This design comes from an exercise in tuning for small area and a short achievable clock period on the open sky130 flow, not from production work. In this exercise RTL edits were held to simulation tests only and were not proved equivalent to the original.

Setup of exp/umber:
==> flow/design.v (excerpt) <==
module fu_mul_lat3_32b (
  input  logic        clk,
  input  logic        reset,
  input  logic        io_glock,
  input  logic [31:0] io_o1data,
  input  logic        io_o1load,
  input  logic [31:0] io_t1data,
  input  logic        io_t1load,
  input  logic [1:0]  io_t1opcode,
  output logic [31:0] io_r1data,
  output logic        io_r1valid
);
Settings: LEC_CHECK=0, CAP_MARGIN=20, CORE_MARGIN=2, CORE_UTILIZATION=55, CTS_CLUSTER_SIZE=32, SETUP_SLACK_MARGIN=4.6, SLEW_MARGIN=20, SYNTH_HIERARCHICAL=1, SYNTH_MINIMUM_KEEP_SIZE=0; clock period 8.5 ns.
standard.sh (not shown) runs the stock make flow with config.mk's settings and CLKGATE_MAP_FILE= SYNTH_SCRIPT=/design/flow/synth_recipe.tcl, a recipe that flattens the netlist after the stock synthesis.
==> flow/flow/run.sh <==
#!/bin/bash
# Layout flow: the standard layout (standard.sh, unchanged synthesis and
# steps), except that the port buffers inserted before global placement are
# sky130_fd_sc_hd__buf_2 cells instead of the delay cell buffer_ports picks by
# default. Every input and output port still gets its own buffer.
# The make output goes to standard.log in this folder; the tools' own logs are
# under orfs/logs/ as standard.sh writes them.
export BUFFER_PORTS_ARGS="-buffer_cell sky130_fd_sc_hd__buf_2"
bash standard.sh > standard.log 2>&1
status=$?
tail -n 30 standard.log
exit $status
In summary, exp/umber completed successfully, with a layout that passed the timing, DRC and antenna checks.
#### Input delta (exp/ember over exp/umber)
- a change of CAP_MARGIN from 20 to 35
- a change of SETUP_SLACK_MARGIN from 4.6 to 4.7
- a change of CTS_CLUSTER_SIZE from 32 to 20
--- outcome ---
exp/umber → exp/ember: via count of the first global-routing pass closely matched the old numbers, global-route track usage on met2 increased by 1.2 points relative to the old numbers, count of placed standard cells in the final layout, fillers left out increased by 36 relative to the old numbers.
The following lists how exp/maple was set up differently from exp/ember:
- SETUP_SLACK_MARGIN: 4.7 -> 4.6
- CTS_BUF_LIST: unset -> sky130_fd_sc_hd__clkbuf_4 sky130_fd_sc_hd__clkbuf_8
- CAP_MARGIN: 35 -> 20
==> summary.txt <==
Going from exp/ember to exp/maple, fraction of area in non-clock buffers has decreased. Taking exp/ember as the reference, in exp/maple core utilization of the finished layout has decreased; number of clock buffers in the layout went up 27; first-iteration DRC count closely matched the old numbers; clock period minus worst slack increased by 0.10 ns relative to the old numbers. Critical path startpoint: s1A3_q[11] -> exp/maple, s1A3_q[17] -> exp/ember. exp/maple vs. exp/ember: number of buffers created by CTS picked up an extra 54%, worst endpoint data arrival time picked up an extra 0.26 ns, total negative setup slack neither gained nor lost much.
Here is what was changed in the inputs of exp/violet compared with exp/maple.
- clearing CTS_BUF_LIST, which used to be sky130_fd_sc_hd__clkbuf_4 sky130_fd_sc_hd__clkbuf_8
- swapping 4.6 for 4.8 in SETUP_SLACK_MARGIN
- swapping 20 for 35 in CAP_MARGIN
## What came out
- Taking exp/maple as the reference point, the final routed wirelength across all metal layers of exp/violet rises by 5.6%.
- No stage failed in exp/violet, and the final checks on the layout all came back clean.
- Comparing exp/violet and exp/maple, the higher fraction of standard cell area in multi-input logic is on exp/maple.
- exp/violet: count of fill cells added during filler insertion lower than exp/maple
- Met2 usage: exp/violet and exp/maple compared, lower one is exp/maple
- Relative to exp/maple, the final core utilization of exp/violet is higher by 3.6 points.
- Of exp/violet and exp/maple, exp/violet shows the higher routed via count, with exp/maple below it.
- Measured against each other, exp/violet and exp/maple differ in hold slack, the lower figure coming from exp/violet.
- Comparing share of final layout cell area taken by non-clock buffers for exp/violet and exp/maple, the smaller number came from exp/maple.
- Taking exp/maple as the reference, in exp/violet final clock period utilization by the worst path now sits lower, final setup slack of the worst path now sits higher.

---

fu_mul_lat3_32b again, from the RTL that the note above started with.
export LEC_CHECK = 0
export CAP_MARGIN = 20
export CORE_MARGIN = 2
export CORE_UTILIZATION = 55
export CTS_CLUSTER_SIZE = 20
export SETUP_SLACK_MARGIN = 4.6
export SLEW_MARGIN = 20
export SYNTH_HIERARCHICAL = 1
export SYNTH_MINIMUM_KEEP_SIZE = 0
create_clock -name core_clock -period 8.5 [get_ports {clk}]
run.sh (not shown) runs the stock make flow with config.mk's settings and CLKGATE_MAP_FILE= SYNTH_SCRIPT=/design/flow/synth_recipe.tcl, a recipe that flattens the netlist after the stock synthesis.
Stock flow here: none of the scripts above is used.
Then changed:
==> flow/flow/run.sh (new file) <==
#!/bin/bash
# Layout flow: the standard layout (standard.sh, unchanged synthesis and
# steps), except that the port buffers inserted before global placement are
# sky130_fd_sc_hd__buf_2 cells instead of the delay cell buffer_ports picks by
# default. Every input and output port still gets its own buffer.
# The make output goes to standard.log in this folder; the tools' own logs are
# under orfs/logs/ as standard.sh writes them.
export BUFFER_PORTS_ARGS="-buffer_cell sky130_fd_sc_hd__buf_2"
bash standard.sh > standard.log 2>&1
status=$?
tail -n 30 standard.log
exit $status
==> flow/standard.sh (new file) <==
#!/bin/bash
# synth_recipe.tcl (not shown) runs the flow's synth.tcl, then flattens the netlist and writes it again
# the make line also repeats each setting of config.mk as NAME=value (left out here)
make -C /OpenROAD-flow-scripts/flow DESIGN_CONFIG=/design/flow/config.mk WORK_HOME=/design/flow/orfs CLKGATE_MAP_FILE= SYNTH_SCRIPT=/design/flow/synth_recipe.tcl "${@:-finish}"
removed: flow/run.sh
Effect: The new run produced a clean layout; cell count shrinks by 0.57%; clock skew shrinks by 0.0071 ns; worst setup slack gets worse by 0.044 ns; maximum frequency shrinks by 1.1%; critical path depth stays the same; clock-buffer cell count shrinks by 9; cell area shrinks by 3.0%.
Then changed:
--- a/flow/config.mk
+++ b/flow/config.mk
@@ -7,3 +7,3 @@
 export LEC_CHECK = 0
-export CAP_MARGIN = 20
+export CAP_MARGIN = 50
 export CORE_MARGIN = 2
Result: Worst setup slack is better by 0.13 ns; core utilization went up by 2.1 points; first-iteration DRC count climbs by about 9%; clock skew is lower by 0.0038 ns; synthesized cell count does not change.
Then changed:
==> flow/run.sh (new file) <==
#!/bin/bash
# synth_recipe.tcl (not shown) runs the flow's synth.tcl, then flattens the netlist and writes it again
# the make line also repeats each setting of config.mk as NAME=value (left out here)
make -C /OpenROAD-flow-scripts/flow DESIGN_CONFIG=/design/flow/config.mk WORK_HOME=/design/flow/orfs CLKGATE_MAP_FILE= SYNTH_SCRIPT=/design/flow/synth_recipe.tcl finish
--- a/flow/config.mk
+++ b/flow/config.mk
@@ -7,3 +7,3 @@
 export LEC_CHECK = 0
-export CAP_MARGIN = 50
+export CAP_MARGIN = 20
 export CORE_MARGIN = 2
@@ -11,3 +11,3 @@
 export CTS_CLUSTER_SIZE = 20
-export SETUP_SLACK_MARGIN = 4.6
+export SETUP_SLACK_MARGIN = 4.45
 export SLEW_MARGIN = 20
removed: flow/flow/run.sh
removed: flow/standard.sh
The changed run produced a clean layout.
Worst setup slack gets worse by 0.20 ns.
Sequential cell count stays the same.
Hold slack hardly moves.
Wire length fell by 2.1%.
Non-clock buffer count falls by 55.

[port drivers added, routing unchanged]
How much do the figures lean on ideal ports? The routed layouts below were timed once more, with nothing changed but the port constraints. Step 1 sets driving cells, clkbuf_16 on the clock port and buf_2 on the other inputs (assumed; they add their load-dependent delay and slew). Step 2, shift: input delay + t, output delay - t, t = (earliest + latest rising clock arrival at the registers) / 2. This alone moves slack from input paths to output paths. Slacks: ideal ports / drivers / drivers and shift; pairs: ideal ports / drivers.
| run | t (ns) | setup WS [ns] | worst data-port slew with drivers (ns) | pins driven straight from the clock port |
|---|---|---|---|---|
| exp/umber | 0.640 | 4.517 / 4.517 / 4.135 | 0.04 | 1 |
| exp/ember | 0.631 | 4.640 / 4.640 / 4.068 | 0.07 | 1 |
| exp/maple | 0.732 | 4.537 / 4.537 / 4.072 | 0.04 | 1 |
| exp/violet | 0.657 | 4.695 / 4.695 / 4.160 | 0.05 | 1 |
| the first run of note 2 | 0.617 | 4.546 / 4.546 / 4.055 | 0.04 | 1 |
| the second run of note 2 | 0.637 | 4.502 / 4.502 / 4.124 | 0.04 | 1 |
| the third run of note 2 | 0.639 | 4.629 / 4.629 / 4.106 | 0.04 | 1 |
| the fourth run of note 2 | 0.635 | 4.431 / 4.431 / 3.954 | 0.04 | 1 |
After both steps every run listed still meets setup and hold. The setup slack of exp/ember, which loses most, moves by 0.000 ns with the drivers and by -0.572 ns with both steps.
